Source: an optimization exercise on an open RTL-to-GDS flow (aim: small area and a short achievable clock period). Production flows keep margins and buffers that such runs may drop. Function was checked by simulation only, so behaviour that the tests miss may differ from the original. Power and IR drop assume default switching activity. No driver is modelled on the clock port, so clocking that relies on it looks cheaper here than on a real chip.

==> design/flow/design.v <==
module data_memory_ws #(
    parameter int unsigned DEPTH       = 64,
    parameter int unsigned BASE_ADDR   = 1024,
    parameter int unsigned WAIT_CYCLES = 2
) (
    input  logic        clk,
    input  logic        rst,
    input  logic        MEM_R_EN,
    input  logic        MEM_W_EN,
    input  logic [1:0]  MEM_SIZE,
    input  logic [31:0] alu_res,
    input  logic [31:0] rm_val,
    output logic [31:0] data_mem,
    output logic        mem_ready,
    output logic        mem_busy,
    output logic        addr_err
);
    localparam int unsigned IdxW = (DEPTH > 1) ? $clog2(DEPTH) : 1;
    localparam logic [31:0] Base = 32'(BASE_ADDR);
    localparam logic [31:0] Top  = 32'(BASE_ADDR) + 32'(DEPTH) * 32'd4;
    logic busy_q, s1_q, s2_q;
    logic [DEPTH-1:0] sel_q;
    logic [1:0]      lo_q;
    logic [1:0]      size_q;
    logic            wr_q;
    logic            err_q;
    logic [3:0]      lane_q;
    logic [31:0]     wal_q;
    logic [1:0]  lo1_q;
    logic [1:0]  size1_q;
    logic        rd1_q;
    logic        err1_q;
    logic [31:0] rword_q;
    logic                   valid_q;
    logic [DEPTH-1:0][31:0] mem_q;
    logic req, accept;
    logic in_range, misaligned;
    logic [31:0] off;
    assign req    = MEM_R_EN | MEM_W_EN;
    assign accept = !busy_q && req;
    assign off      = alu_res - Base;
    assign in_range = (alu_res >= Base) && (alu_res < Top);
    always_comb begin
        case (MEM_SIZE)
            2'b10:   misaligned = 1'b0;
            2'b01:   misaligned = alu_res[0];
            default: misaligned = (alu_res[1:0] != 2'b00);
        endcase
    end
    logic [3:0]  lane;
    logic [31:0] wal;
    always_comb begin
        case (MEM_SIZE)
            2'b10:   lane = 4'b0001 << alu_res[1:0];
            2'b01:   lane = alu_res[1] ? 4'b1100 : 4'b0011;
            default: lane = 4'b1111;
        endcase
        case (MEM_SIZE)
            2'b10:   wal = {4{rm_val[7:0]}};
            2'b01:   wal = {2{rm_val[15:0]}};
            default: wal = rm_val;
        endcase
    end
    always_ff @(posedge clk) begin
        sel_q   <= sel_d;
        lo_q    <= alu_res[1:0];
        size_q  <= MEM_SIZE;
        wr_q    <= MEM_W_EN;
        err_q   <= !in_range || misaligned;
        lane_q  <= lane;
        wal_q   <= wal;
    end
    always_ff @(posedge clk or posedge rst) begin
        if (rst) begin
            busy_q    <= 1'b0;
            s1_q      <= 1'b0;
            s2_q      <= 1'b0;
            mem_ready <= 1'b0;
            addr_err  <= 1'b0;
        end else begin
            busy_q    <= accept || (busy_q && !mem_ready);
            s1_q      <= accept;
            s2_q      <= s1_q;
            mem_ready <= s2_q;
            addr_err  <= s2_q && err1_q;
        end
    end
    assign mem_busy = busy_q;
    logic [DEPTH-1:0] sel_d;
    always_comb begin
        for (int w = 0; w < int'(DEPTH); w++) begin
            sel_d[w] = (off[IdxW+1:2] == IdxW'(w));
        end
    end
    logic [31:0] rd_word;
    for (genvar b = 0; b < 32; b++) begin : g_rd
        logic [DEPTH-1:0] col;
        for (genvar w = 0; w < int'(DEPTH); w++) begin : g_col
            assign col[w] = mem_q[w][b];
        end
        data_memory_ws_rd64 u_rd (.sel(sel_q), .d(col), .y(rd_word[b]));
    end
    always_ff @(posedge clk) begin
        rword_q <= rd_word;
        lo1_q   <= lo_q;
        size1_q <= size_q;
        rd1_q   <= !wr_q;
        err1_q  <= err_q;
    end
    logic [31:0] rd_data;
    always_comb begin
        case (size1_q)
            2'b10:   rd_data = {24'h0, rword_q[{lo1_q, 3'b000} +: 8]};
            2'b01:   rd_data = {16'h0, rword_q[{lo1_q[1], 4'b0000} +: 16]};
            default: rd_data = rword_q;
        endcase
    end
    always_ff @(posedge clk or posedge rst) begin
        if (rst) begin
            data_mem <= '0;
        end else if (s2_q && rd1_q) begin
            data_mem <= (err1_q || !valid_q) ? 32'h0 : rd_data;
        end
    end
    logic do_wr;
    assign do_wr = s1_q && wr_q && !err_q;
    logic [DEPTH-1:0][3:0]  ld, hold;
    logic [DEPTH-1:0][31:0] mem_d;
    always_comb begin
        for (int w = 0; w < int'(DEPTH); w++) begin
            for (int l = 0; l < 4; l++) begin
                ld[w][l]   = do_wr && sel_q[w] && lane_q[l];
                hold[w][l] = !(do_wr && (sel_q[w] || !valid_q) && (lane_q[l] || !valid_q));
            end
        end
    end
    for (genvar w = 0; w < int'(DEPTH); w++) begin : g_w
        for (genvar b = 0; b < 32; b++) begin : g_b
            data_memory_ws_upd u_upd (
                .ld  (ld[w][b / 8]),
                .wd  (wal_q[b]),
                .hold(hold[w][b / 8]),
                .q   (mem_q[w][b]),
                .d   (mem_d[w][b])
            );
        end
    end
    always_ff @(posedge clk) begin
        mem_q <= mem_d;
    end
    always_ff @(posedge clk or posedge rst) begin
        if (rst) begin
            valid_q <= '0;
        end else begin
            if (do_wr) valid_q <= 1'b1;
        end
    end
endmodule
module data_memory_ws_upd (
    input  logic ld,
    input  logic wd,
    input  logic hold,
    input  logic q,
    output logic d
);
    assign d = (ld & wd) | (hold & q);
endmodule
module data_memory_ws_rd64 (
    input  logic [63:0] sel,
    input  logic [63:0] d,
    output logic        y
);
    logic [21:0] n1;
    logic [5:0]  p2;
    logic [2:0]  n3;
    for (genvar i = 0; i < 21; i++) begin : g_aoi3
        data_memory_ws_aoi222 u (
            .a1(sel[3*i]),   .a2(d[3*i]),
            .b1(sel[3*i+1]), .b2(d[3*i+1]),
            .c1(sel[3*i+2]), .c2(d[3*i+2]),
            .y(n1[i])
        );
    end
    data_memory_ws_nand2 u_last (.a(sel[63]), .b(d[63]), .y(n1[21]));
    for (genvar i = 0; i < 5; i++) begin : g_nand4
        data_memory_ws_nand4 u (.a(n1[4*i]), .b(n1[4*i+1]), .c(n1[4*i+2]), .d(n1[4*i+3]),
                                .y(p2[i]));
    end
    data_memory_ws_nand2 u_nand2 (.a(n1[20]), .b(n1[21]), .y(p2[5]));
    for (genvar i = 0; i < 3; i++) begin : g_nor2
        data_memory_ws_nor2 u (.a(p2[2*i]), .b(p2[2*i+1]), .y(n3[i]));
    end
    data_memory_ws_nand3 u_nand3 (.a(n3[0]), .b(n3[1]), .c(n3[2]), .y(y));
endmodule
module data_memory_ws_aoi222 (
    input  logic a1, a2, b1, b2, c1, c2,
    output logic y
);
    assign y = !((a1 & a2) | (b1 & b2) | (c1 & c2));
endmodule
module data_memory_ws_nand4 (
    input  logic a, b, c, d,
    output logic y
);
    assign y = !(a & b & c & d);
endmodule
module data_memory_ws_nand2 (
    input  logic a, b,
    output logic y
);
    assign y = !(a & b);
endmodule
module data_memory_ws_nor2 (
    input  logic a, b,
    output logic y
);
    assign y = !(a | b);
endmodule
module data_memory_ws_nand3 (
    input  logic a, b, c,
    output logic y
);
    assign y = !(a & b & c);
endmodule
==> design/flow/flow/run.sh <==
#!/bin/bash
# The standard layout, with timing repair aimed at a 3 ns clock instead of the design's period so
# the repair keeps improving paths that already meet it. Constraints are the design's unchanged.
set -euo pipefail
bash standard.sh SETUP_SLACK_MARGIN=7 finish > standard.log 2>&1
==> design/flow/standard.sh <==
#!/bin/bash
# synth_recipe.tcl (not shown) runs the flow's synth.tcl, then flattens the netlist and writes it again
# the make line also repeats each setting of config.mk as NAME=value (left out here)
make -C /OpenROAD-flow-scripts/flow DESIGN_CONFIG=/design/flow/config.mk WORK_HOME=/design/flow/orfs CLKGATE_MAP_FILE= SYNTH_SCRIPT=/design/flow/synth_recipe.tcl "${@:-finish}"
==> design/flow/config.mk <==
export PLATFORM = sky130hd
export DESIGN_NAME = data_memory_ws
export DESIGN_NICKNAME = data_memory_ws
export VERILOG_FILES = /design/flow/design.v
export SDC_FILE = /design/flow/constraint.sdc
export NUM_CORES = 4
export LEC_CHECK = 0
export CAP_MARGIN = 20
export CORE_MARGIN = 2
export CORE_UTILIZATION = 50
export CTS_CLUSTER_DIAMETER = 100
export CTS_CLUSTER_SIZE = 30
export SLEW_MARGIN = 20
export SYNTH_HIERARCHICAL = 1
==> design/flow/constraint.sdc <==
create_clock -name core_clock -period 10.0 [get_ports {clk}]
set_input_delay 2.0000 -clock core_clock [delete_from_list [all_inputs] [get_ports {clk}]]
set_output_delay 2.0000 -clock core_clock [all_outputs]
set_load 0.01 [all_outputs]
==> results.toml, run 1 <==
[final_layout]
drive_above_1_share = 0.0510
fin_cells = 8453
area_growth_pct = 8.38
design_area_mm2 = 0.0824
fin_util = 0.544
final_nets = 6473

[worst_setup_path]
reg2reg_to = "rword_q[8]"
reg2reg_from = "sel_q[46]"
worst-path-stages = 1
r2r_slack_ps = 6960
cpMaxStageDelayCell = "dfrtp_1"
cp-start-kind = "flip-flop"
end_kind = "output port"
critPathBufInv = 1
required_ps = 8000
worst_r2r_path_depth = 5
cp_max_fo = 2
crit_chain = "buf_2"
crit_type = "reg -> out"
max_stage_delay_ps = 460
crit_family = "flip-flops"
arrival_ps = 1380

[status]
status = "finished clean"

[synth]
synth_cell_types = 41
synthFlopType = "dfxtp_1"
synth-async-reset-ratio = 0.0170
synth_fp_nets = 6277
post-synth-top-count-cell = "dfxtp_1"
yosysWarnings = 7
synth_area_leaders = "dfxtp_1 (58%), a22o_1 (24%), a222oi_1 (8.9%)"
synth_top_area_cell = "dfxtp_1"
synth-edff-count = 0
netlist_area_mm2 = 0.0760
synth.yosys.seq_area_share = 0.590
ys_seq_elements = 2230
synth.top_cell.area_share = 0.577
synth.avg_cell_area_um2 = 12.3
synth_commonest_cells = "dfxtp_1 (2192), a22o_1 (2067), a222oi_1 (672)"
netlist_instances = 6203

[clocking]
insertion_delay_ps = 760
clockRootBuffer = "clkbuf_16"
ctsLongestPathBuffers = 3
htree_levels = 3
cts_sinks = 2230
cts_tree = "done"
hold_buffers = 0
cts_buffers = 84
clk_pin_slew_ps = 110

[pwr]
peakVddDrop_uv = 128
power_leakage_nw = 31.3
p_per_area_mw_per_mm2 = 168

[timing]
clock.fmax_mhz = 296
maxSlewHeadroom = 0.211
setup_viol_count_final = 0
drv_slew = 0
finClkSkew_ps = 34.4
finalSetupTns_ps = 0
whs_ps = 377
fin_crit_ps = 3380
rsz0062_at_grt = "true"
worst_pin_slew_ps = 1180
finalCritPeriodShare = 0.338
hold_violations = 0

[detailed_routing]
ant_nets = 0
routedWlPerCell_um = 30.9
drt_wl_total_um = 261000
vias = 60387
drc = 0
vias_per_cell = 7.14
drtIter0Drc = 9697
firstDrtPassIters = 9

[worst_hold_path]
min_to = "lo1_q[0]"
hold_path_class = "reg -> reg"
hold_path.startpoint = "lo_q[0]"
min_path_cells = 0

[grt]
antenna_found_initial = 9
grt_pass1_vias = 56617
grt_pass1_wl_um = 383000
grt_max_degree = 151
grt_util_all_layers = 0.320
grt_overflow = 0

[floorplan]
die-area_mm2 = 0.155
initial_core_util = 0.502
die_x_um = 394
core_mm2 = 0.151
rows = 143
io_pins = 105
fp.dieH_um = 394

[placed_design]
gp_congestion = 0.878
place_area_mm2 = 0.0800
hpwl_um = 159000
place_inst = 8322
port_buffers = 104

[flow_run]
maxCapViolations = 0
==> cell families (layout without fill, tap and decap cells) <==
logic type,Yosys count,after routing,synth area share
AO/OA/AOI/OAI,2811,2811,0.333
AND/OR/NAND/NOR,1019,1019,0.0661
buffers and inverters,116,328,0.00711
multiplexers,23,23,0.00303
adder cells (fa/ha/maj),4,4,0.000659
other,0,8,0
flip-flops,2230,2230,0.590
==> Yosys stat by module, one instance, submodules excluded, a selection <==
| module | cell area, um2 | cells inside |
|---|---|---|
| data_memory_ws | 49600 | 3131 |
| data_memory_ws_aoi222 | 10.0 | 1 |
| data_memory_ws_nand2 | 3.75 | 1 |
| data_memory_ws_nand3 | 5.00 | 1 |
| data_memory_ws_nand4 | 6.26 | 1 |
| data_memory_ws_nor2 | 3.75 | 1 |
| data_memory_ws_upd | 8.76 | 1 |
==> registers in the layout (all words and copies together) (netlist names) <==
name	cells
s1_q	1
err1_q	1
rword_q	32
sel_q	64
wr_q	1
valid_q	1
addr_err	1
lane_q	4
mem_q	2048
wal_q	32
size1_q	2
err_q	1
lo1_q	2
rd1_q	1
busy_q	1
s2_q	1
mem_ready	1
size_q	2
data_mem	32
lo_q	2
==> layer usage <==
metal	global-route usage	vias up	wire length [um]
li1	-	26762	-
met1	0.469	30034	115000
met2	0.479	3203	113000
met3	0.0546	386	23900
met4	0.101	2	9010
met5	0	-	13
==> stage by stage <==
step                      total power [W]  setup WS, ps
after floorplan                   0.00936          7020
after global placement            0.00968          6230
after detailed placement          0.00968          6230
after CTS                          0.0139          6590
after global routing               0.0142          6570
final                              0.0138          6620
==> worst max path at each step <==
stage	start	to	slack [ps]
3_5_place_dp	MEM_SIZE[0]	wal_q[16]	6230
5_1_grt	data_mem[0]	data_mem[0]	6570
2_1_floorplan	MEM_SIZE[1]	wal_q[10]	7020
4_1_cts	data_mem[0]	data_mem[0]	6590
6_report	data_mem[3]	data_mem[3]	6620
3_3_place_gp	MEM_SIZE[1]	wal_q[20]	6230
==> cell usage in the layout, fill, tap and decap left out, types with 4 or more instances in the layout <==
cell type        netlist  final
dfxtp_1             2192   2133
buf_6                  4      9
dfrtp_1               38     37
clkdlybuf4s50_1        0     69
a22oi_1               11     11
nand2b_1               4      4
nor2b_1                8      8
a22oi_2                4      4
dfxtp_4                0     31
a22o_1              2067   2067
inv_1                  8      6
buf_2                 29     27
o22a_1                 7      7
diode_2                0      8
buf_4                  3    107
and3_1               256    255
a22o_2                 6      6
inv_6                  0      4
dfxtp_2                0     28
nand4_1              162    162
nor2_1               420    419
mux2i_1               23     23
o21ai_0               32     32
nand2_1              112    112
nor4_1                 5      5
clkbuf_16              0     86
o21ai_1                5      5
clkbuf_1              48     10
nand3_1               39     39
a222oi_1             672    672
==> report_power, final <==
| part | leakage (nW) | total, W | switching, W | internal [W] |
|---|---|---|---|---|
| combinational | 11.9 | 0.000383 | 0.000305 | 0.0000781 |
| clock | 1.11 | 0.00434 | 0.00275 | 0.00159 |
| sequential | 18.2 | 0.00911 | 0.000209 | 0.00890 |
==> timing repair <==
action / 4_1_cts / 5_1_grt
buffers inserted: 13 / 6
gates cloned: 2 / 0
setup endpoints to repair: 629 / 71
resized for setup: 148 / 10
==> final cells by class <==
type	instances	area (um2)
fill	13074	69000
sequential	2230	45000
multi-input combinational	3857	30700
tap	2030	2540
clock buffer	96	2190
timing repair buffer	217	1870
clock inverter	6	71.3
inverter	9	36.3
antenna	8	20.0
==> run 2: changes to the inputs <==
--- a/design/flow/design.v
+++ b/design/flow/design.v
@@ -19,7 +19,7 @@
     localparam logic [31:0] Base = 32'(BASE_ADDR);
     localparam logic [31:0] Top  = 32'(BASE_ADDR) + 32'(DEPTH) * 32'd4;
     logic busy_q, s1_q, s2_q;
-    logic [DEPTH-1:0] sel_q;
+    logic [IdxW-1:0] idx_q;
     logic [1:0]      lo_q;
     logic [1:0]      size_q;
     logic            wr_q;
@@ -62,7 +62,7 @@
         endcase
     end
     always_ff @(posedge clk) begin
-        sel_q   <= sel_d;
+        idx_q   <= off[IdxW+1:2];
         lo_q    <= alu_res[1:0];
         size_q  <= MEM_SIZE;
         wr_q    <= MEM_W_EN;
@@ -86,10 +86,10 @@
         end
     end
     assign mem_busy = busy_q;
-    logic [DEPTH-1:0] sel_d;
+    logic [DEPTH-1:0] sel_q;
     always_comb begin
         for (int w = 0; w < int'(DEPTH); w++) begin
-            sel_d[w] = (off[IdxW+1:2] == IdxW'(w));
+            sel_q[w] = (idx_q == IdxW'(w));
         end
     end
     logic [31:0] rd_word;
==> design/flow/flow/run.sh (replaced) <==
#!/bin/bash
# The standard layout with three changes to how it is made (the constraints are the design's):
# * timing repair aims at a 3 ns clock instead of the design's period, so it keeps improving
#   paths that already meet it;
# * clock tree synthesis inserts no dummy loads;
# * ports are buffered with buf_2 instead of the default delay-buffer cell.
set -euo pipefail
bash standard.sh SETUP_SLACK_MARGIN=7 \
  "CTS_ARGS=-sink_clustering_enable -repair_clock_nets -sink_clustering_size 30 -sink_clustering_max_diameter 100 -dont_use_dummy_load" \
  "BUFFER_PORTS_ARGS=-buffer_cell sky130_fd_sc_hd__buf_2" \
  finish > standard.log 2>&1
==> results.toml, run 2 <==
[floorplan]
io_pins = 105
die_x_um = 391
fp.dieH_um = 391
die-area_mm2 = 0.153
initial_core_util = 0.502
core_mm2 = 0.149
rows = 142

[pwr]
peakVddDrop_uv = 137
switchingPower_w = 0.00324
p_comb_frac = 0.031
p_per_area_mw_per_mm2 = 165
total_power_w = 0.0135
p_clk_frac = 0.307
swShare = 0.240
p_int_w = 0.0102
seqPwrFrac = 0.662
power_leakage_nw = 31.2

[placed_design]
dp_slack_ps = 6090
port_buffers = 104
place_inst = 8297
hpwl_um = 174000
gp_congestion = 0.913

[final_layout]
area_growth_pct = 9.28
final_cell_mix = "dfxtp_1 (2093), a22o_1 (2073), a222oi_1 (672)"
final_common_cell = "dfxtp_1"
drive_above_1_share = 0.0872
fin_cells = 8456
largest_register_ffs = 2048
final_nets = 6496
regMostFlops = "mem_q"

[worst_setup_path]
crit_chain = "buf_2"
end_kind = "output port"
cpMaxStageDelayCell = "dfrtp_1"
cp_max_fo = 2
cp-start-kind = "flip-flop"
required_ps = 8000
arrival_ps = 1300
critPathBufInv = 1
crit_family = "flip-flops"
crit_type = "reg -> out"
max_stage_delay_ps = 430

[grt]
grt_pass1_wl_um = 411000
grt_util_all_layers = 0.359
grt_pass1_vias = 58232
grt_overflow = 0
antenna_found_initial = 30
grt_max_degree = 72

[synth]
synth-edff-count = 0
netlist_instances = 6191
synth.top_cell.area_share = 0.570
synth-async-reset-ratio = 0.0175
synth.yosys.seq_area_share = 0.582
synth_area_leaders = "dfxtp_1 (57%), a22o_1 (24%), a222oi_1 (9.0%)"
ys_seq_elements = 2172
post-synth-top-count-cell = "dfxtp_1"
synth_fp_nets = 6265
netlist_area_mm2 = 0.0750
synth_commonest_cells = "dfxtp_1 (2134), a22o_1 (2073), a222oi_1 (672)"
synth_cell_types = 42
synth_top_area_cell = "dfxtp_1"
synth.avg_cell_area_um2 = 12.1
yosysWarnings = 7
synthFlopType = "dfxtp_1"

[timing]
finClkSkew_ps = 63.5
maxSlewHeadroom = 0.195
setup_viol_count_final = 0
worst_pin_slew_ps = 1210
hold_violations = 0
rsz0062_at_grt = "true"
finalSetupTns_ps = 0
drv_slew = 0
timing.final.ws_setup_ps = 6700
clock.fmax_mhz = 303
fin_crit_ps = 3300
finalCritPeriodShare = 0.330

[detailed_routing]
vias_per_cell = 7.40
ant_nets = 0
vias = 62570
firstDrtPassIters = 10
routedWlPerCell_um = 33.9
drc = 0
drtIter0Drc = 10718
drt_wl_total_um = 287000

[clocking]
cts_buffers = 82
clk_pin_slew_ps = 110
htree_levels = 3
insertion_delay_ps = 750
cts_tree = "done"
clockRootBuffer = "clkbuf_16"
ctsLongestPathBuffers = 3
cts_sinks = 2172

[flow_run]
maxCapViolations = 0

[status]
status = "finished clean"

[worst_hold_path]
hold_path_class = "reg -> reg"
run 2: power groups by stage:
stage	sequential, W	combinational (W)	clock (W)
6_report	0.00893	0.000412	0.00414
5_1_grt	0.00893	0.000412	0.00449
4_1_cts	0.00893	0.000369	0.00419
3_5_place_dp	0.00912	0.000362	0
3_3_place_gp	0.00912	0.000364	0
2_1_floorplan	0.00902	0.000111	0
run 2: modules after synthesis, one instance, submodules excluded, a selection:
module                 area, um2  flip-flops and latches  cells inside  times used
data_memory_ws_nand4        6.26                       0             1         160
data_memory_ws_nor2         3.75                       0             1          96
data_memory_ws_nand3        5.00                       0             1          32
data_memory_ws_nand2        3.75                       0             1          64
data_memory_ws_upd          8.76                       0             1        2048
data_memory_ws             48600                    2172          3119           1
data_memory_ws_aoi222       10.0                       0             1         672
run 2: layout make-up:
cell class              instances  area, um2
fillers                     12817      67500
diodes                         20       50.0
inverters                       9       36.3
well taps                    2016       2520
multi-input cells            3890      31500
flip-flops and latches       2172      43800
clock buffers                  82       2050
repair buffers                267       1990
run 2: cell families after synthesis:
group                      after synthesis  share of synthesized area
and+or+nand+nor                       1047                     0.0696
adders and majority gates                4                   0.000667
muxes                                   23                    0.00307
DFF                                   2172                      0.582
AOI/OAI and AO/OA                     2815                      0.337
buffers and inverters                  130                    0.00681
run 2: through the flow:
step                instance area, um2  hold slack, ps   util
floorplan                        75000             310      -
global placement                 78800             311  0.527
detailed placement               78800             314  0.528
CTS                              81300             340  0.544
global route                     81900             356  0.548
finish                           81900             340  0.548
run 2: final timing paths:
path / endpoint / from / cells past startpoint / slack, ps
worst min-delay path: size1_q[1] / size_q[1] / 0 / 340
worst max-delay path: data_mem[1] / data_mem[1] / 1 / 6700
worst min register to register: size1_q[1] / size_q[1] / 0 / 340
max in group asynchronous: busy_q / rst / 3 / 8280
min in group asynchronous: data_mem[23] / rst / 3 / 1370
worst max register to register: rword_q[23] / idx_q[0] / 8 / 6870
run 2: what timing repair did:
item	4_1_cts	5_1_grt
gates cloned	1	0
setup buffers	9	45
setup endpoints to repair	1886	338
gates resized for setup	101	38
hold buffers	0	0
pin swaps	24	31
run 2: per-layer routing:
metal	wire length [um]	GRT usage	vias to the layer above
met5	68	0	-
met3	35100	0.0937	559
met2	120000	0.510	3982
met4	12500	0.155	10
li1	-	-	26789
met1	119000	0.510	31230
==> run 3: changes to the inputs <==
--- a/design/flow/config.mk
+++ b/design/flow/config.mk
@@ -7,7 +7,7 @@
 export LEC_CHECK = 0
 export CAP_MARGIN = 20
 export CORE_MARGIN = 2
-export CORE_UTILIZATION = 50
+export CORE_UTILIZATION = 55
 export CTS_CLUSTER_DIAMETER = 100
 export CTS_CLUSTER_SIZE = 30
 export SLEW_MARGIN = 20
==> results.toml, run 3 <==
[floorplan]
die_x_um = 373
core_mm2 = 0.135
fp.dieH_um = 373
initial_core_util = 0.554
rows = 135
die-area_mm2 = 0.139
io_pins = 105

[timing]
timing.final.ws_setup_ps = 6670
finClkSkew_ps = 72.0
drv_slew = 0
worst_pin_slew_ps = 1210
finalSetupTns_ps = 0
maxSlewHeadroom = 0.194
rsz0062_at_grt = "true"
clock.fmax_mhz = 300
hold_violations = 0
finalCritPeriodShare = 0.333
fin_crit_ps = 3330
whs_ps = 339
setup_viol_count_final = 0

[placed_design]
dp_slack_ps = 6290
place_inst = 8075
gp_congestion = 0.942
port_buffers = 104
hpwl_um = 177000

[grt]
grt_util_all_layers = 0.383
antenna_found_initial = 20
grt_pass1_vias = 58502
grt_overflow = 0
grt_pass1_wl_um = 407000
grt_max_degree = 145

[synth]
synthFlopType = "dfxtp_1"
synth-edff-count = 0
synth_area_leaders = "dfxtp_1 (57%), a22o_1 (24%), a222oi_1 (9.0%)"
synth.avg_cell_area_um2 = 12.1
synth_top_area_cell = "dfxtp_1"
synth_fp_nets = 6265
netlist_instances = 6191
ys_seq_elements = 2172
netlist_area_mm2 = 0.0750
synth_commonest_cells = "dfxtp_1 (2134), a22o_1 (2073), a222oi_1 (672)"
synth_cell_types = 42
yosysWarnings = 7
post-synth-top-count-cell = "dfxtp_1"
synth.top_cell.area_share = 0.570
synth.yosys.seq_area_share = 0.582
synth-async-reset-ratio = 0.0175

[worst_setup_path]
crit_type = "reg -> out"
crit_family = "flip-flops"
cpMaxStageDelayCell = "dfrtp_1"
cp-start-kind = "flip-flop"
crit_chain = "buf_2"
arrival_ps = 1330
cp_max_fo = 2
critPathBufInv = 1
end_kind = "output port"
required_ps = 8000
max_stage_delay_ps = 430

[final_layout]
final_cell_mix = "dfxtp_1 (2093), a22o_1 (2073), a222oi_1 (672)"
final_nets = 6495
drive_above_1_share = 0.0855
final_common_cell = "dfxtp_1"
largest_register_ffs = 2048
regMostFlops = "mem_q"
fin_cells = 8210
area_growth_pct = 8.69

[clocking]
insertion_delay_ps = 770
cts_buffers = 82
clockRootBuffer = "clkbuf_16"
cts_sinks = 2172
cts_tree = "done"
htree_levels = 3
ctsLongestPathBuffers = 3
hold_buffers = 0
clk_pin_slew_ps = 110

[pwr]
p_comb_frac = 0.037
switchingPower_w = 0.00322
p_int_w = 0.0102
p_per_area_mw_per_mm2 = 165
peakVddDrop_uv = 144
total_power_w = 0.0135
swShare = 0.239
p_clk_frac = 0.307
seqPwrFrac = 0.657
power_leakage_nw = 31.2

[detailed_routing]
routedWlPerCell_um = 34.2
ant_nets = 0
drc = 0
vias = 63119
firstDrtPassIters = 10
drt_wl_total_um = 281000
vias_per_cell = 7.69
drtIter0Drc = 11707

[flow_run]
maxCapViolations = 0

[worst_hold_path]
hold_path_class = "reg -> reg"

[status]
status = "finished clean"
-- run 3: cell counts after synthesis --
Identical to the previous run, type by type.
-- run 3: Yosys stat by module (local to each module, per instance), excerpt --
module                 times used  cell area [um2]  cells inside
data_memory_ws_nand4          160             6.26             1
data_memory_ws                  1            48600          3119
data_memory_ws_nor2            96             3.75             1
data_memory_ws_upd           2048             8.76             1
data_memory_ws_aoi222         672             10.0             1
data_memory_ws_nand3           32             5.00             1
-- run 3: worst paths after layout --
kind | endpoint | startpoint | slack [ps] | depth (start not counted)
setup / recovery | data_mem[5] | data_mem[5] | 6670 | 1
hold / removal | size1_q[0] | size_q[0] | 340 | 0
setup reg to reg | rword_q[6] | idx_q[2] | 6890 | 8
hold reg to reg | size1_q[0] | size_q[0] | 340 | 0
max in group asynchronous | s2_q | rst | 8310 | 3
min in group asynchronous | busy_q | rst | 1340 | 3
-- run 3: per-stage QoR --
stage          utilization  cell area, um2
2_1_floorplan            -           75000
3_3_place_gp         0.580           78600
6_report             0.602           81500
3_5_place_dp         0.581           78700
4_1_cts              0.598           81000
5_1_grt              0.602           81500
-- run 3: timing repair --
item / CTS / global route
gates cloned: 0 / 0
setup buffers: 7 / 36
endpoints found under the setup margin: 1838 / 178
pin swaps: 20 / 25
gates resized for setup: 71 / 53
-- run 3: logic make-up (layout without fill, tap and decap cells) --
family / Yosys count / count (layout) / synth area share
AND/OR/NAND/NOR: 1047 / 1047 / 0.0696
buffers and inverters: 130 / 358 / 0.00681
other: 0 / 10 / 0
adder cells (fa/ha/maj): 4 / 4 / 0.000667
flip-flops: 2172 / 2172 / 0.582
AO/OA/AOI/OAI: 2815 / 2815 / 0.337
multiplexers: 23 / 23 / 0.00307
-- run 3: per-layer routing --
metal / GRT usage / vias up / share of wire
met5: 0 / - / 0.00020
met4: 0.163 / 10 / 0.048
met3: 0.0853 / 542 / 0.12
met2: 0.550 / 4298 / 0.42
met1: 0.555 / 31519 / 0.41
li1: - / 26750 / -
-- run 3: area by class of cell --
class | count | area [um2]
repair buffers | 267 | 1950
flip-flops and latches | 2172 | 43800
inverters | 9 | 36.3
clock buffers | 82 | 2050
diodes | 10 | 25.0
multi-input cells | 3889 | 31400
fillers | 11143 | 54000
well taps | 1781 | 2230
-- run 3: power groups by stage --
stage | registers (W) | logic (W) | clock network, W
detailed placement | 0.00903 | 0.000451 | 0
CTS | 0.00883 | 0.000455 | 0.00415
finish | 0.00884 | 0.000491 | 0.00413
global route | 0.00884 | 0.000489 | 0.00443
floorplan | 0.00902 | 0.000111 | 0
global placement | 0.00903 | 0.000449 | 0
==> run 4: changes to the inputs <==
--- a/design/flow/design.v
+++ b/design/flow/design.v
@@ -124,21 +124,32 @@
     end
     logic do_wr;
     assign do_wr = s1_q && wr_q && !err_q;
-    logic [DEPTH-1:0][3:0]  ld, hold;
+    logic [31:0]            wdl;
+    logic [3:0]             lanec;
+    logic [DEPTH-1:0]       selc;
+    logic [DEPTH-1:0][3:0]  hold;
     logic [DEPTH-1:0][31:0] mem_d;
-    always_comb begin
+    logic                   clr;
+    assign clr = do_wr && !valid_q;
+    always_comb begin
+        for (int b = 0; b < 32; b++) begin
+            wdl[b] = do_wr && lane_q[b / 8] && wal_q[b];
+        end
+        for (int l = 0; l < 4; l++) begin
+            lanec[l] = do_wr && (lane_q[l] || !valid_q);
+        end
         for (int w = 0; w < int'(DEPTH); w++) begin
-            for (int l = 0; l < 4; l++) begin
-                ld[w][l]   = do_wr && sel_q[w] && lane_q[l];
-                hold[w][l] = !(do_wr && (sel_q[w] || !valid_q) && (lane_q[l] || !valid_q));
-            end
+            selc[w] = sel_q[w] || clr;
         end
     end
     for (genvar w = 0; w < int'(DEPTH); w++) begin : g_w
+        for (genvar l = 0; l < 4; l++) begin : g_l
+            data_memory_ws_nand2 u_hold (.a(selc[w]), .b(lanec[l]), .y(hold[w][l]));
+        end
         for (genvar b = 0; b < 32; b++) begin : g_b
             data_memory_ws_upd u_upd (
-                .ld  (ld[w][b / 8]),
-                .wd  (wal_q[b]),
+                .ld  (sel_q[w]),
+                .wd  (wdl[b]),
                 .hold(hold[w][b / 8]),
                 .q   (mem_q[w][b]),
                 .d   (mem_d[w][b])
--- a/design/flow/flow/run.sh
+++ b/design/flow/flow/run.sh
@@ -6,6 +6,6 @@
 # * ports are buffered with buf_2 instead of the default delay-buffer cell.
 set -euo pipefail
 bash standard.sh SETUP_SLACK_MARGIN=7 \
-  "CTS_ARGS=-sink_clustering_enable -repair_clock_nets -sink_clustering_size 30 -sink_clustering_max_diameter 100 -dont_use_dummy_load" \
+  "CTS_ARGS=-sink_clustering_enable -repair_clock_nets -sink_clustering_size 28 -sink_clustering_max_diameter 100 -dont_use_dummy_load" \
   "BUFFER_PORTS_ARGS=-buffer_cell sky130_fd_sc_hd__buf_2" \
   finish > standard.log 2>&1
--- a/design/flow/config.mk
+++ b/design/flow/config.mk
@@ -7,8 +7,8 @@
 export LEC_CHECK = 0
 export CAP_MARGIN = 20
 export CORE_MARGIN = 2
-export CORE_UTILIZATION = 55
+export CORE_UTILIZATION = 50
 export CTS_CLUSTER_DIAMETER = 100
-export CTS_CLUSTER_SIZE = 30
+export CTS_CLUSTER_SIZE = 28
 export SLEW_MARGIN = 20
 export SYNTH_HIERARCHICAL = 1
==> results.toml, run 4 <==
[floorplan]
initial_core_util = 0.504
fp.dieH_um = 387
io_pins = 105
rows = 140
die_x_um = 387
core_mm2 = 0.146
die-area_mm2 = 0.150

[grt]
antenna_found_initial = 12
grt_pass1_wl_um = 387000
grt_util_all_layers = 0.341
grt_pass1_vias = 54669
grt_overflow = 0
grt_max_degree = 69

[final_layout]
largest_register_ffs = 2048
area_growth_pct = 10.7
final_cell_mix = "dfxtp_1 (2129), a22o_1 (2067), a222oi_1 (672)"
regMostFlops = "mem_q"
fin_cells = 8170
drive_above_1_share = 0.0939
final_nets = 6328
final_common_cell = "dfxtp_1"

[detailed_routing]
vias_per_cell = 7.30
drtIter0Drc = 9679
routedWlPerCell_um = 32.9
vias = 59654
met3_length_um = 24100
ant_nets = 0
drc = 0
firstDrtPassIters = 13
route.met2.wl_um = 116000
drt_wl_total_um = 268000
top_layer = "met5"
wl_met1_um = 115000

[worst_setup_path]
cp-start-kind = "flip-flop"
worst_r2r_path_depth = 5
required_ps = 8000
end_kind = "output port"
max_stage_delay_ps = 510
r2r_slack_ps = 6920
critPathBufInv = 1
cpMaxStageDelayCell = "dfrtp_2"
worst-path-stages = 1
crit_chain = "buf_6"
cp_max_fo = 2
crit_family = "flip-flops"
arrival_ps = 1430
crit_type = "reg -> out"

[clocking]
cts_buffers = 87
cts_tree = "done"
clockRootBuffer = "clkbuf_16"
hold_buffers = 0
htree_levels = 3
clk_pin_slew_ps = 120
ctsLongestPathBuffers = 3
cts_sinks = 2172
insertion_delay_ps = 760

[synth]
synth-edff-count = 0
yosysWarnings = 7
synth.avg_cell_area_um2 = 12.4
ys_seq_elements = 2172
synth-async-reset-ratio = 0.0175
synthFlopType = "dfxtp_1"
synth_commonest_cells = "dfxtp_1 (2134), a22o_1 (2067), a222oi_1 (672)"
netlist_instances = 5922
netlist_area_mm2 = 0.0735
synth_cell_types = 43
synth.top_cell.area_share = 0.582
synth.yosys.seq_area_share = 0.595
synth_area_leaders = "dfxtp_1 (58%), a22o_1 (25%), a222oi_1 (9.2%)"
synth_top_area_cell = "dfxtp_1"
post-synth-top-count-cell = "dfxtp_1"
synth_fp_nets = 5996

[timing]
drv_slew = 0
maxSlewHeadroom = 0.119
finClkSkew_ps = 49.5
worst_pin_slew_ps = 1310
setup_viol_count_final = 0
clock.fmax_mhz = 292
fin_crit_ps = 3430
hold_violations = 0
finalCritPeriodShare = 0.343
rsz0062_at_grt = "true"
finalSetupTns_ps = 0

[placed_design]
hpwl_um = 171000
place_inst = 8032
port_buffers = 104
gp_congestion = 0.920

[worst_hold_path]
hold_path_class = "reg -> reg"
min_path_cells = 0

[pwr]
p_per_area_mw_per_mm2 = 161
power_leakage_nw = 29.7
peakVddDrop_uv = 125
total_power_w = 0.0131

[flow_run]
maxCapViolations = 0

[status]
status = "finished clean"
## run 4: cell types whose count changed in the layout (fill, tap and decap cells not counted), moves of 40 or more
cell / previous run / this run
and3_1: 251 / 0
o21ai_1: 4 / 47
nor2_2: 87 / 24
nor2_4: 35 / 86
nand2_1: 121 / 357
nor2_1: 296 / 59
buf_6: 23 / 63
## run 4: layer usage
metal	GRT usage	vias up
li1	-	26000
met1	0.491	29975
met2	0.510	3192
met3	0.0547	479
met4	0.135	8
met5	0	-
## run 4: path summary, 6_finish.rpt
kind                        startpoint           end
max in group asynchronous          rst  data_mem[27]
setup reg to reg                  s1_q    mem_q[993]
hold reg to reg                lo_q[1]      lo1_q[1]
setup / recovery           data_mem[2]   data_mem[2]
hold / removal                 lo_q[1]      lo1_q[1]
min in group asynchronous          rst  data_mem[29]
## run 4: stage by stage
stage	util	cell area [um2]	hold WS [ps]	setup slack, ps
after global routing	0.558	81300	355	6530
final	0.558	81300	349	6570
after floorplan	-	73700	310	7020
after detailed placement	0.534	77800	319	6210
after global placement	0.534	77800	312	6250
after CTS	0.556	81000	342	6560
## run 4: cells by family after synthesis
kind of cell               synth area share
and+or+nand+nor                      0.0497
muxes                               0.00313
adders and majority gates          0.000681
buffers and inverters               0.00298
DFF                                   0.595
AOI/OAI and AO/OA                     0.349
## run 4: area by class of cell
type | instances | area, um2
multi-input cells | 3706 | 30700
clock buffers | 87 | 2180
fillers | 12262 | 64400
flip-flops and latches | 2172 | 43700
repair buffers | 278 | 2350
well taps | 1917 | 2400
inverters | 9 | 37.5
diodes | 1 | 2.50
## run 4: Yosys stat by module (local to each module, per instance), a selection
module                 cell area (um2)  copies in the design  flip-flops and latches
data_memory_ws_nand2              3.75                   320                       0
data_memory_ws_nand3              5.00                    32                       0
data_memory_ws_nor2               3.75                    96                       0
data_memory_ws_nand4              6.26                   160                       0
data_memory_ws_aoi222             10.0                   672                       0
data_memory_ws_upd                8.76                  2048                       0
data_memory_ws                   46100                     1                    2172
## run 4: worst register-to-register path, delay by kind of cell, from the launching register on
kind	cells	cell delay, ps
flops	1	350
compound gates	2	1240
simple gates	3	1370
## run 4: timing repair
action / in CTS / in global routing
pin swaps: 63 / 24
endpoints found under the setup margin: 1313 / 372
endpoints found under the hold margin: 0 / 0
resized for setup: 204 / 44
cloned: 4 / 2
buffers inserted: 29 / 14
## run 4: report_power, final
part           leakage [nW]  internal (W)  total [W]  switching, W
combinational          10.9     0.0000539   0.000207      0.000153
clock                  1.07       0.00157    0.00423       0.00266
sequential             17.7       0.00867    0.00869     0.0000189
total                  29.7        0.0103     0.0131       0.00283
==> run 5: changes to the inputs <==
--- a/design/flow/config.mk
+++ b/design/flow/config.mk
@@ -7,7 +7,7 @@
 export LEC_CHECK = 0
 export CAP_MARGIN = 20
 export CORE_MARGIN = 2
-export CORE_UTILIZATION = 50
+export CORE_UTILIZATION = 55
 export CTS_CLUSTER_DIAMETER = 100
 export CTS_CLUSTER_SIZE = 28
 export SLEW_MARGIN = 20
==> results.toml, run 5 <==
[status]
status = "finished clean"

[detailed_routing]
drc = 0
vias = 60196
routedWlPerCell_um = 33.0
drt_wl_total_um = 266000
ant_nets = 0
vias_per_cell = 7.47
drtIter0Drc = 10301
firstDrtPassIters = 10

[grt]
grt_overflow = 0
grt_util_all_layers = 0.370
grt_max_degree = 69
grt_pass1_vias = 54495
grt_pass1_wl_um = 382000
antenna_found_initial = 11

[clocking]
cts_tree = "done"
cts_sinks = 2172
ctsLongestPathBuffers = 3
htree_levels = 3
cts_buffers = 87
clockRootBuffer = "clkbuf_16"
clk_pin_slew_ps = 110
insertion_delay_ps = 740

[synth]
synth-async-reset-ratio = 0.0175
synth_commonest_cells = "dfxtp_1 (2134), a22o_1 (2067), a222oi_1 (672)"
ys_seq_elements = 2172
synth_xor_area_frac = 0
post-synth-top-count-cell = "dfxtp_1"
synth.avg_cell_area_um2 = 12.4
synth.top_cell.area_share = 0.582
synth-edff-count = 0
synth_top_area_cell = "dfxtp_1"
synthAdderAreaFrac = 0.000681
synth_fp_nets = 5996
netlist_area_mm2 = 0.0735
netlist_instances = 5922
synthFlopType = "dfxtp_1"
synth_cell_types = 43
synth_area_leaders = "dfxtp_1 (58%), a22o_1 (25%), a222oi_1 (9.2%)"
synth-simple-area-share = 0.0497
muxShareOfSynthArea = 0.00313
synth-compound-area-share = 0.349
yosysWarnings = 7
synth_top_family_by_area = "compound AO/OA/AOI/OAI gates"
synth.yosys.seq_area_share = 0.595

[worst_setup_path]
cp-start-kind = "flip-flop"
cp_max_fo = 2
required_ps = 8000
crit_type = "reg -> out"
critPathBufInv = 1
arrival_ps = 1450
worst-path-stages = 1
crit_family = "flip-flops"
crit_end = "data_mem[11]"
max_stage_delay_ps = 570
crit_chain = "buf_6"
reg2reg_to = "rword_q[6]"
end_kind = "output port"
r2r_slack_ps = 6910
cpMaxStageDelayCell = "dfrtp_2"
worst_r2r_path_depth = 10
crit_path_start = "data_mem[11]"
reg2reg_from = "idx_q[1]"

[placed_design]
port_buffers = 104
dp_slack_ps = 5990
gp_congestion = 0.900
hpwl_um = 161000

[worst_hold_path]
hold_path.startpoint = "lo_q[1]"
hold_path_class = "reg -> reg"
min_path_cells = 0

[final_layout]
regMostFlops = "mem_q"
num-fill-cells = 10562
final_cell_mix = "dfxtp_1 (2128), a22o_1 (2067), a222oi_1 (672)"
largest_register_ffs = 2048
final_nets = 6361
drive_above_1_share = 0.0932
final_common_cell = "dfxtp_1"
area_growth_pct = 10.9

[timing]
timing.final.ws_setup_ps = 6550
finalSetupTns_ps = 0
hold_violations = 0
worst_pin_slew_ps = 1200
clock.fmax_mhz = 290
fin_crit_ps = 3450
maxSlewHeadroom = 0.193
setup_viol_count_final = 0
finalCritPeriodShare = 0.345
drv_slew = 0
finClkSkew_ps = 41.6
rsz0062_at_grt = "true"

[floorplan]
io_pins = 105
fp.dieH_um = 369
rows = 134
initial_core_util = 0.552
die_x_um = 369
core_mm2 = 0.133
die-area_mm2 = 0.136

[flow_run]
maxCapViolations = 0

[pwr]
power_leakage_nw = 30.0
p_per_area_mw_per_mm2 = 161
peakVddDrop_uv = 130
-- run 5: cell counts after synthesis --
No cell type changed its count.
-- run 5: how the worst min path moves through the flow --
| stage | end | slack [ps] |
|---|---|---|
| after floorplan | lo1_q[0] | 310 |
| after global placement | lo1_q[1] | 310 |
| after detailed placement | lo1_q[0] | 310 |
| after CTS | lo1_q[1] | 340 |
| after global routing | lo1_q[1] | 350 |
| final | lo1_q[1] | 340 |
-- run 5: report_power, final --
part | switching [W] | internal (W)
sequential | 0.0000164 | 0.00867
clock | 0.00264 | 0.00157
combinational | 0.000147 | 0.0000626
-- run 5: area by class of cell --
class | count | area, um2 | share of cell area
Antenna cell | 1 | 2.50 | 0.0000307
Tap cell | 1768 | 2210 | 0.0271
Inverter | 9 | 36.3 | 0.000445
Timing Repair Buffer | 310 | 2830 | 0.0347
Multi-Input combinational cell | 3707 | 30500 | 0.375
Clock buffer | 87 | 2180 | 0.0267
Sequential cell | 2172 | 43700 | 0.536
-- run 5: kinds of logic after synthesis --
group / after synthesis
mux: 23
buf+inv: 48
compound gates: 2875
fa+ha+maj: 4
flops: 2172
simple gates: 800
-- run 5: metal layers --
layer	vias up	global-route usage	share of wire
met3	507	0.101	0.12
li1	26114	-	-
met1	29998	0.532	0.42
met5	-	0	0.00026
met2	3565	0.516	0.41
met4	12	0.161	0.049
-- run 5: per-stage QoR --
step                hold slack (ps)  area (um2)  cells  total power, W   util
finish                          342       81500   8054          0.0131  0.613
global route                    348       81500   8053          0.0135  0.613
CTS                             345       80800   8012          0.0131  0.608
detailed placement              313       77600   7885         0.00904  0.584
global placement                313       77600   7884         0.00904  0.584
floorplan                       310       73700   5922         0.00896      -
-- run 5: modules after synthesis (local to each module, per instance), excerpt --
module                 cells  copies in the design  flops+latches
data_memory_ws_aoi222      1                   672              0
data_memory_ws_nand2       1                   320              0
data_memory_ws_upd         1                  2048              0
data_memory_ws          2594                     1           2172
data_memory_ws_nor2        1                    96              0
data_memory_ws_nand3       1                    32              0
data_memory_ws_nand4       1                   160              0
-- run 5: timing repair --
item / 4_1_cts / 5_1_grt
hold buffers: 0 / 0
buffers inserted: 31 / 34
gates resized for setup: 142 / 72
cloned: 9 / 7
endpoints found under the setup margin: 915 / 114
pin swaps: 63 / 41
==> run 6: changes to the inputs <==
==> design/flow/flow/run.sh (replaced) <==
#!/bin/bash
# The standard layout with these changes to how it is made (the constraints are the design's):
# * timing repair aims at a 3 ns clock instead of the design's period, so it keeps improving
#   paths that already meet it;
# * clock tree synthesis inserts no dummy loads;
# * ports are buffered with buf_2 instead of the default delay-buffer cell;
# * after placement, each output's flip-flop is moved next to the output's buffer
#   (flow/move_out.tcl), so the flip-flop does not drive a long wire to the port.
set -euo pipefail
ARGS=(SETUP_SLACK_MARGIN=7
  "CTS_ARGS=-sink_clustering_enable -repair_clock_nets -sink_clustering_size 28 -sink_clustering_max_diameter 100 -dont_use_dummy_load"
  "BUFFER_PORTS_ARGS=-buffer_cell sky130_fd_sc_hd__buf_2")
bash standard.sh "${ARGS[@]}" place > standard_place.log 2>&1
PLACE_ODB=orfs/results/sky130hd/data_memory_ws/base/3_place.odb openroad -no_init -exit flow/move_out.tcl > move_out.log 2>&1
bash standard.sh "${ARGS[@]}" finish > standard_finish.log 2>&1
==> design/flow/flow/move_out.tcl (new file) <==
# Place each output port's flip-flop, and the cells that read that flip-flop, at the port's
# buffer, then legalize. The flip-flop then drives a short net to the buffer, and the long net, if
# any, is on its input side.
read_db $::env(PLACE_ODB)
set block [ord::get_db_block]
set moved 0
foreach bt [$block getBTerms] {
  if {[$bt getIoType] ne "OUTPUT"} { continue }
  set net [$bt getNet]
  set buf ""
  foreach it [$net getITerms] { if {[$it isOutputSignal]} { set buf [$it getInst] } }
  if {$buf eq ""} { continue }
  set bnet ""
  foreach it [$buf getITerms] { if {[$it isInputSignal]} { set bnet [$it getNet] } }
  if {$bnet eq ""} { continue }
  set ff ""
  foreach it [$bnet getITerms] { if {[$it isOutputSignal]} { set ff [$it getInst] } }
  if {$ff eq "" || ![[$ff getMaster] isSequential]} { continue }
  set loc [$buf getLocation]
  set group [list $ff]
  foreach it [$bnet getITerms] {
    set i [$it getInst]
    if {$i ne $buf && $i ne $ff && [$it isInputSignal]} { lappend group $i }
  }
  foreach i $group {
    $i setLocation [lindex $loc 0] [lindex $loc 1]
    $i setPlacementStatus PLACED
    incr moved
  }
}
puts "moved $moved cells"
detailed_placement
check_placement -verbose
write_db $::env(PLACE_ODB)
--- a/design/flow/config.mk
+++ b/design/flow/config.mk
@@ -7,7 +7,7 @@
 export LEC_CHECK = 0
 export CAP_MARGIN = 20
 export CORE_MARGIN = 2
-export CORE_UTILIZATION = 55
+export CORE_UTILIZATION = 50
 export CTS_CLUSTER_DIAMETER = 100
 export CTS_CLUSTER_SIZE = 28
 export SLEW_MARGIN = 20
==> results.toml, run 6 <==
[status]
status = "finished clean"

[timing]
fin_crit_ps = 3330
hold_violations = 0
drv_slew = 0
clock.fmax_mhz = 301
finClkSkew_ps = 45.0
timing.final.ws_setup_ps = 6670
maxSlewHeadroom = 0.115
worst_pin_slew_ps = 1320
rsz0062_at_grt = "true"
setup_viol_count_final = 0
finalSetupTns_ps = 0
finalCritPeriodShare = 0.333

[floorplan]
io_pins = 105
die_x_um = 387
core_mm2 = 0.146
die-area_mm2 = 0.150
initial_core_util = 0.504
rows = 140
fp.dieH_um = 387

[grt]
grt_max_degree = 69
grt_pass1_vias = 54901
grt_util_all_layers = 0.345
antenna_found_initial = 23
grt_overflow = 0
grt_pass1_wl_um = 391000

[placed_design]
gp_congestion = 0.920
place_area_mm2 = 0.0778
port_buffers = 104
hpwl_um = 171000
dp_slack_ps = 6210
place_inst = 8032

[pwr]
peakVddDrop_uv = 118
swShare = 0.215
p_int_w = 0.0103
p_comb_frac = 0.016
p_clk_frac = 0.322
switchingPower_w = 0.00282
power_leakage_nw = 29.8
seqPwrFrac = 0.662
p_per_area_mw_per_mm2 = 161

[worst_setup_path]
crit_type = "reg -> out"
crit_path_start = "data_mem[19]"
cp_max_fo = 2
reg2reg_to = "mem_q[993]"
end_kind = "output port"
worst_r2r_path_depth = 5
reg2reg_from = "s1_q"
critPathBufInv = 1
arrival_ps = 1330
crit_family = "flip-flops"
cp-start-kind = "flip-flop"
r2r_slack_ps = 6900
crit_chain = "buf_6"
required_ps = 8000
cpMaxStageDelayCell = "dfrtp_1"
max_stage_delay_ps = 420

[final_layout]
largest_register_ffs = 2048
final_cell_mix = "dfxtp_1 (2130), a22o_1 (2067), a222oi_1 (672)"
area_growth_pct = 10.8
design_area_mm2 = 0.0814
drive_above_1_share = 0.0945
fin_cells = 8203
final_nets = 6352
num-fill-cells = 12182
final_common_cell = "dfxtp_1"
fin_util = 0.559
regMostFlops = "mem_q"

[clocking]
clockRootBuffer = "clkbuf_16"
cts_buffers = 87
htree_levels = 3
ctsLongestPathBuffers = 3
cts_tree = "done"
hold_buffers = 0
cts_sinks = 2172
insertion_delay_ps = 760
clk_pin_slew_ps = 120

[detailed_routing]
ant_nets = 0
drt_wl_total_um = 273000
vias_per_cell = 7.30
drtIter0Drc = 9884
routedWlPerCell_um = 33.2
firstDrtPassIters = 9
drc = 0
vias = 59877

[synth]
synth.top_cell.area_share = 0.582
synthFlopType = "dfxtp_1"
synth-async-reset-ratio = 0.0175
yosysWarnings = 7
netlist_instances = 5922
synth_top_area_cell = "dfxtp_1"
post-synth-top-count-cell = "dfxtp_1"
synth_commonest_cells = "dfxtp_1 (2134), a22o_1 (2067), a222oi_1 (672)"
synth_cell_types = 43
synth.yosys.seq_area_share = 0.595
netlist_area_mm2 = 0.0735
synth.avg_cell_area_um2 = 12.4
synth_area_leaders = "dfxtp_1 (58%), a22o_1 (25%), a222oi_1 (9.2%)"
synth_fp_nets = 5996
synth-edff-count = 0
ys_seq_elements = 2172

[worst_hold_path]
min_path_cells = 0
hold_path_class = "reg -> reg"
min_to = "lo1_q[1]"
hold_path.startpoint = "lo_q[1]"

[flow_run]
maxCapViolations = 0
run 6: cell families (layout without fill, tap and decap cells):
family                   Yosys count  in the layout  share of synthesized area
multiplexers                      23             23                    0.00313
AND/OR/NAND/NOR                  800            805                     0.0497
adder cells (fa/ha/maj)            4              4                   0.000681
AO/OA/AOI/OAI                   2875           2875                      0.349
flip-flops                      2172           2172                      0.595
buffers and inverters             48            397                    0.00298
other                              0             10                          0
run 6: how the worst max path moves through the flow:
stage	end	slack, ps	depth (start not counted)
global placement	rword_q[2]	6250	8
finish	data_mem[19]	6670	1
CTS	data_mem[17]	6660	1
global route	data_mem[4]	6640	1
detailed placement	rword_q[2]	6210	8
floorplan	wal_q[10]	7020	5
run 6: final cells by class:
class / instances / area [um2] / area share
clock buffer: 87 / 2180 / 0.0267
sequential: 2172 / 43700 / 0.537
inverter: 9 / 37.5 / 0.000461
multi-input combinational: 3707 / 30600 / 0.376
timing repair buffer: 301 / 2450 / 0.0301
tap: 1917 / 2400 / 0.0295
antenna: 10 / 25.0 / 0.000307
run 6: layer usage:
metal	routed length, um	up-vias	global-route usage
met5	110	-	0.00797
met4	13100	14	0.142
met3	26300	474	0.0659
met2	117000	3209	0.510
met1	116000	30105	0.494
li1	-	26075	-
run 6: modules after synthesis (local to each module, per instance), excerpt:
module,cells inside,copies in the design
data_memory_ws_nand3,1,32
data_memory_ws,2594,1
data_memory_ws_upd,1,2048
data_memory_ws_aoi222,1,672
data_memory_ws_nand2,1,320
data_memory_ws_nand4,1,160
data_memory_ws_nor2,1,96
run 6: stage by stage:
step	hold WS [ps]	total power, W
5_1_grt	336	0.0134
6_report	326	0.0131
3_5_place_dp	319	0.00905
3_3_place_gp	312	0.00905
2_1_floorplan	310	0.00896
4_1_cts	331	0.0131
run 6: timing repair:
item                       4_1_cts  5_1_grt
cloned                           4        2
setup buffers                   33       34
setup endpoints to repair     1337      464
pin swaps                       50       43
resized for setup              151       71
run 6: power groups by stage:
stage	clock network, W	logic [W]	registers (W)
floorplan	0	0.0000844	0.00887
global placement	0	0.000169	0.00888
finish	0.00422	0.000207	0.00869
CTS	0.00427	0.000189	0.00869
detailed placement	0	0.000170	0.00888
global route	0.00454	0.000215	0.00869
==> run 7: changes to the inputs <==
--- a/design/flow/config.mk
+++ b/design/flow/config.mk
@@ -10,5 +10,6 @@
 export CORE_UTILIZATION = 50
 export CTS_CLUSTER_DIAMETER = 100
 export CTS_CLUSTER_SIZE = 28
+export PLACE_DENSITY = 0.75
 export SLEW_MARGIN = 20
 export SYNTH_HIERARCHICAL = 1
==> results.toml, run 7 <==
[floorplan]
fp.dieH_um = 387
initial_core_util = 0.504
io_pins = 105
die-area_mm2 = 0.150
core_mm2 = 0.146
rows = 140
die_x_um = 387

[worst_setup_path]
required_ps = 8000
crit_family = "flip-flops"
critPathBufInv = 1
cpMaxStageDelayCell = "dfrtp_1"
crit_chain = "buf_2"
max_stage_delay_ps = 410
arrival_ps = 1310
cp-start-kind = "flip-flop"
end_kind = "output port"
cp_max_fo = 2
crit_type = "reg -> out"

[timing]
drv_slew = 0
clock.fmax_mhz = 302
rsz0062_at_grt = "true"
finalCritPeriodShare = 0.331
finalSetupTns_ps = 0
worst_pin_slew_ps = 1270
finClkSkew_ps = 57.9
fin_crit_ps = 3310
maxSlewHeadroom = 0.147
hold_violations = 0
setup_viol_count_final = 0

[detailed_routing]
vias_per_cell = 7.50
routedWlPerCell_um = 31.5
firstDrtPassIters = 10
ant_nets = 0
drtIter0Drc = 11543
drc = 0
vias = 61266
drt_wl_total_um = 258000

[synth]
synth_cell_types = 43
synth-async-reset-ratio = 0.0175
post-synth-top-count-cell = "dfxtp_1"
synth-edff-count = 0
synthFlopType = "dfxtp_1"
synth_commonest_cells = "dfxtp_1 (2134), a22o_1 (2067), a222oi_1 (672)"
synth_top_area_cell = "dfxtp_1"
ys_seq_elements = 2172
synth.yosys.seq_area_share = 0.595
netlist_instances = 5922
synth.top_cell.area_share = 0.582
netlist_area_mm2 = 0.0735
synth_area_leaders = "dfxtp_1 (58%), a22o_1 (25%), a222oi_1 (9.2%)"
synth_fp_nets = 5996
yosysWarnings = 7
synth.avg_cell_area_um2 = 12.4

[clocking]
ctsLongestPathBuffers = 3
htree_levels = 3
cts_sinks = 2172
cts_tree = "done"
hold_buffers = 0
clk_pin_slew_ps = 100
clockRootBuffer = "clkbuf_16"
cts_buffers = 87
insertion_delay_ps = 750

[placed_design]
port_buffers = 104
place_inst = 8034
hpwl_um = 154000
gp_congestion = 0.919
place_area_mm2 = 0.0777

[final_layout]
design_area_mm2 = 0.0809
drive_above_1_share = 0.0900
final_nets = 6320
fin_cells = 8173
area_growth_pct = 10.1
regMostFlops = "mem_q"
final_cell_mix = "dfxtp_1 (2130), a22o_1 (2067), a222oi_1 (672)"
final_common_cell = "dfxtp_1"
num-fill-cells = 12153
largest_register_ffs = 2048

[grt]
grt_util_all_layers = 0.324
antenna_found_initial = 23
grt_overflow = 0
grt_pass1_vias = 56344
grt_max_degree = 69
grt_pass1_wl_um = 374000

[worst_hold_path]
hold_path_class = "reg -> reg"

[status]
status = "finished clean"

[pwr]
p_per_area_mw_per_mm2 = 161
peakVddDrop_uv = 147
power_leakage_nw = 29.7

[flow_run]
maxCapViolations = 0
## run 7: power breakdown
| part | leakage, nW | total [W] | internal, W | switching [W] |
|---|---|---|---|---|
| Combinational | 10.9 | 0.000191 | 0.0000429 | 0.000149 |
| Clock | 1.07 | 0.00418 | 0.00157 | 0.00261 |
| Sequential | 17.7 | 0.00869 | 0.00867 | 0.0000182 |
## run 7: repair_timing
item                        CTS  global route
pin swaps                    25            46
gates cloned                  2             3
buffers inserted             18            17
setup endpoints to repair  1082           868
resized for setup            95            82
## run 7: stage by stage
step | total power [W] | worst slack [ps] | util | hold slack [ps]
final | 0.0131 | 6690 | 0.555 | 338
after global routing | 0.0134 | 6650 | 0.555 | 351
after global placement | 0.00904 | 6380 | 0.533 | 321
after floorplan | 0.00896 | 7020 | - | 310
after CTS | 0.0131 | 6670 | 0.552 | 339
after detailed placement | 0.00905 | 6340 | 0.533 | 320
## run 7: final cells by class
| cell class | count | area, um2 | share of cell area |
|---|---|---|---|
| repair buffers | 270 | 2000 | 0.0248 |
| inverters | 9 | 38.8 | 0.000480 |
| diodes | 12 | 30.0 | 0.000371 |
| clock buffers | 87 | 2180 | 0.0269 |
| flip-flops and latches | 2172 | 43700 | 0.540 |
| multi-input cells | 3706 | 30500 | 0.378 |
| well taps | 1917 | 2400 | 0.0297 |
## run 7: logic make-up (layout without fill, tap and decap cells)
kind of cell / after synthesis / after routing / synth area share
and+or+nand+nor: 800 / 804 / 0.0497
DFF: 2172 / 2172 / 0.595
AOI/OAI and AO/OA: 2875 / 2875 / 0.349
buffers and inverters: 48 / 366 / 0.00298
other: 0 / 12 / 0
muxes: 23 / 23 / 0.00313
adders and majority gates: 4 / 4 / 0.000681
## run 7: path summary, 6_finish.rpt
check / end / slack (ps) / start / cells after the start
min reg2reg: size1_q[0] / 340 / size_q[0] / 0
min: size1_q[0] / 340 / size_q[0] / 0
min in group asynchronous: data_mem[7] / 1380 / rst / 2
max: data_mem[7] / 6690 / data_mem[7] / 1
max in group asynchronous: data_mem[18] / 8050 / rst / 2
max reg2reg: rword_q[14] / 6890 / idx_q[0] / 8
## run 7: per-module statistics from Yosys, one instance, submodules excluded, a selection
module	cells inside	flops+latches	times used
data_memory_ws_aoi222	1	0	672
data_memory_ws_nand3	1	0	32
data_memory_ws_nand4	1	0	160
data_memory_ws_nor2	1	0	96
data_memory_ws_upd	1	0	2048
data_memory_ws_nand2	1	0	320
data_memory_ws	2594	2172	1
## run 7: per-layer routing
metal / wire length, um / vias up / GRT usage
met2: 109000 / 4107 / 0.468
met1: 101000 / 30450 / 0.439
met3: 32200 / 674 / 0.0878
met5: 113 / - / 0
met4: 15300 / 18 / 0.180
li1: - / 26017 / -
==> run 8: changes to the inputs <==
--- a/design/flow/config.mk
+++ b/design/flow/config.mk
@@ -7,7 +7,7 @@
 export LEC_CHECK = 0
 export CAP_MARGIN = 20
 export CORE_MARGIN = 2
-export CORE_UTILIZATION = 50
+export CORE_UTILIZATION = 55
 export CTS_CLUSTER_DIAMETER = 100
 export CTS_CLUSTER_SIZE = 28
 export PLACE_DENSITY = 0.75
==> results.toml, run 8 <==
[grt]
grt_pass1_vias = 55873
grt_util_all_layers = 0.356
grt_overflow = 0
antenna_found_initial = 23
grt_max_degree = 69
grt_pass1_wl_um = 371000

[detailed_routing]
route.met2.wl_um = 109000
top_layer = "met5"
vias_per_cell = 7.60
ant_nets = 0
met3_length_um = 32800
wl_met1_um = 100000
firstDrtPassIters = 10
drt_wl_total_um = 258000
drc = 0
routedWlPerCell_um = 31.9
vias = 61340
drtIter0Drc = 11584

[flow_run]
maxCapViolations = 0

[pwr]
p_int_w = 0.0103
power_leakage_nw = 30.0
p_clk_frac = 0.321
seqPwrFrac = 0.664
switchingPower_w = 0.00278
p_comb_frac = 0.016
total_power_w = 0.0131
p_per_area_mw_per_mm2 = 161
swShare = 0.212
peakVddDrop_uv = 144

[clocking]
clockRootBuffer = "clkbuf_16"
htree_levels = 3
hold_buffers = 0
cts_tree = "done"
ctsLongestPathBuffers = 3
insertion_delay_ps = 770
cts_buffers = 88
clk_pin_slew_ps = 110
cts_sinks = 2172

[synth]
synth.avg_cell_area_um2 = 12.4
netlist_instances = 5922
synth_fp_nets = 5996
synth_area_leaders = "dfxtp_1 (58%), a22o_1 (25%), a222oi_1 (9.2%)"
synth.top_cell.area_share = 0.582
synth_top_area_cell = "dfxtp_1"
netlist_area_mm2 = 0.0735
post-synth-top-count-cell = "dfxtp_1"
synth_commonest_cells = "dfxtp_1 (2134), a22o_1 (2067), a222oi_1 (672)"
synth-edff-count = 0
synthFlopType = "dfxtp_1"
ys_seq_elements = 2172
synth-async-reset-ratio = 0.0175
synth.yosys.seq_area_share = 0.595
synth_cell_types = 43
yosysWarnings = 7

[timing]
maxSlewHeadroom = 0.130
drv_slew = 0
finalSetupTns_ps = 0
timing.final.ws_setup_ps = 6650
worst_pin_slew_ps = 1290
finalCritPeriodShare = 0.335
hold_violations = 0
finClkSkew_ps = 64.1
whs_ps = 336
fin_crit_ps = 3350
rsz0062_at_grt = "true"
setup_viol_count_final = 0
clock.fmax_mhz = 298

[final_layout]
multiInputGateArea_mm2 = 0.0305
regArea_mm2 = 0.0437
regMostFlops = "mem_q"
area_growth_pct = 10.5
num-fill-cells = 10440
final_cell_mix = "dfxtp_1 (2128), a22o_1 (2067), a222oi_1 (672)"
fin_cells = 8069
drive_above_1_share = 0.0942
final_nets = 6371
final_common_cell = "dfxtp_1"
largest_register_ffs = 2048

[worst_setup_path]
cp-start-kind = "flip-flop"
crit_family = "flip-flops"
end_kind = "output port"
arrival_ps = 1350
max_stage_delay_ps = 430
cp_max_fo = 2
critPathBufInv = 1
required_ps = 8000
cpMaxStageDelayCell = "dfrtp_1"
crit_chain = "buf_2"
crit_type = "reg -> out"

[floorplan]
initial_core_util = 0.552
io_pins = 105
core_mm2 = 0.133
rows = 134
die_x_um = 369
die-area_mm2 = 0.136
fp.dieH_um = 369

[status]
status = "finished clean"

[placed_design]
place_inst = 7897
gp_congestion = 0.967
port_buffers = 104
dp_slack_ps = 6280
hpwl_um = 154000

[worst_hold_path]
hold_path_class = "reg -> reg"
run 8: logic make-up after synthesis:
| family | count (synthesis) | synth area share |
|---|---|---|
| AOI/OAI and AO/OA | 2875 | 0.349 |
| buffers and inverters | 48 | 0.00298 |
| muxes | 23 | 0.00313 |
| and+or+nand+nor | 800 | 0.0497 |
| DFF | 2172 | 0.595 |
| adders and majority gates | 4 | 0.000681 |
run 8: area by class of cell:
cell class,instances,area share
Tap cell,1768,0.0273
Inverter,9,0.000447
Antenna cell,6,0.000185
Sequential cell,2172,0.538
Timing Repair Buffer,320,0.0310
Multi-Input combinational cell,3706,0.376
Clock buffer,88,0.0271
run 8: timing repair:
action,CTS,global route
hold endpoints to repair,0,0
setup endpoints to repair,690,251
setup buffers,15,56
gates cloned,2,5
pin swaps,43,37
gates resized for setup,107,68
run 8: stage by stage:
stage / utilization / instance area, um2
floorplan: - / 73700
global placement: 0.584 / 77600
detailed placement: 0.584 / 77600
CTS: 0.604 / 80400
global route: 0.610 / 81200
finish: 0.611 / 81200
run 8: per-layer routing:
metal  GRT usage  up-vias
li1            -    26079
met1       0.482    30324
met2       0.515     4158
met3      0.0963      741
met4       0.198       38
met5           0        -
run 8: path summary, 6_finish.rpt:
path / to / slack, ps / startpoint / cells past startpoint
setup / recovery: data_mem[15] / 6650 / data_mem[15] / 1
hold / removal: lo1_q[0] / 340 / lo_q[0] / 0
setup reg to reg: rword_q[9] / 6940 / idx_q[0] / 9
hold reg to reg: lo1_q[0] / 340 / lo_q[0] / 0
max in group asynchronous: data_mem[3] / 8090 / rst / 3
min in group asynchronous: data_mem[5] / 1410 / rst / 3
run 8: power by group through the flow:
stage / clock network (W) / logic (W) / registers [W]
finish: 0.00420 / 0.000203 / 0.00869
global route: 0.00450 / 0.000209 / 0.00869
CTS: 0.00421 / 0.000175 / 0.00868
detailed placement: 0 / 0.000164 / 0.00888
global placement: 0 / 0.000162 / 0.00888
floorplan: 0 / 0.0000844 / 0.00887
run 8: Yosys stat by module (local to each module, per instance), a selection:
module,flops+latches,area [um2]
data_memory_ws,2172,46100
data_memory_ws_aoi222,0,10.0
data_memory_ws_nand2,0,3.75
data_memory_ws_nand3,0,5.00
data_memory_ws_nand4,0,6.26
data_memory_ws_nor2,0,3.75
data_memory_ws_upd,0,8.76

## port drivers added, routing unchanged
How much do the figures lean on ideal ports? The routed layouts below were timed once more, with nothing changed but the port constraints.
Step 1 (the two cells are an assumption about what drives the block):
set clk [get_ports {clk}]
set_driving_cell -lib_cell sky130_fd_sc_hd__clkbuf_16 $clk
set_driving_cell -lib_cell sky130_fd_sc_hd__buf_2 [delete_from_list [all_inputs] $clk]
Step 2 times the ports against the registers' clock, not the clock port: input delays grow and output delays shrink by t, the midpoint of the rising clock arrivals with the driver on.
Slacks: ideal ports / drivers / drivers and shift; pairs: ideal ports / drivers.
| run | t (ns) | slack for setup (ns) | worst setup path after step 2 | pins driven straight from the clock port |
|---|---|---|---|---|
| run 1 | 0.839 | 6.619 / 6.528 / 6.303 | input to register | 1 |
| run 2 | 0.809 | 6.700 / 6.611 / 6.462 | input to register | 1 |
| run 3 | 0.814 | 6.667 / 6.584 / 6.464 | input to register | 1 |
| run 4 | 0.813 | 6.573 / 6.494 / 6.414 | input to register | 1 |
| run 5 | 0.809 | 6.554 / 6.471 / 6.590 | input to register | 1 |
| run 6 | 0.815 | 6.675 / 6.595 / 6.380 | input to register | 1 |
| run 7 | 0.804 | 6.693 / 6.617 / 6.475 | input to register | 1 |
| run 8 | 0.831 | 6.649 / 6.564 / 6.590 | input to register | 1 |
After both steps every run listed still meets setup and hold. For run 1, which loses most, drivers alone change the setup slack by -0.091 ns; drivers and shift together by -0.316 ns.
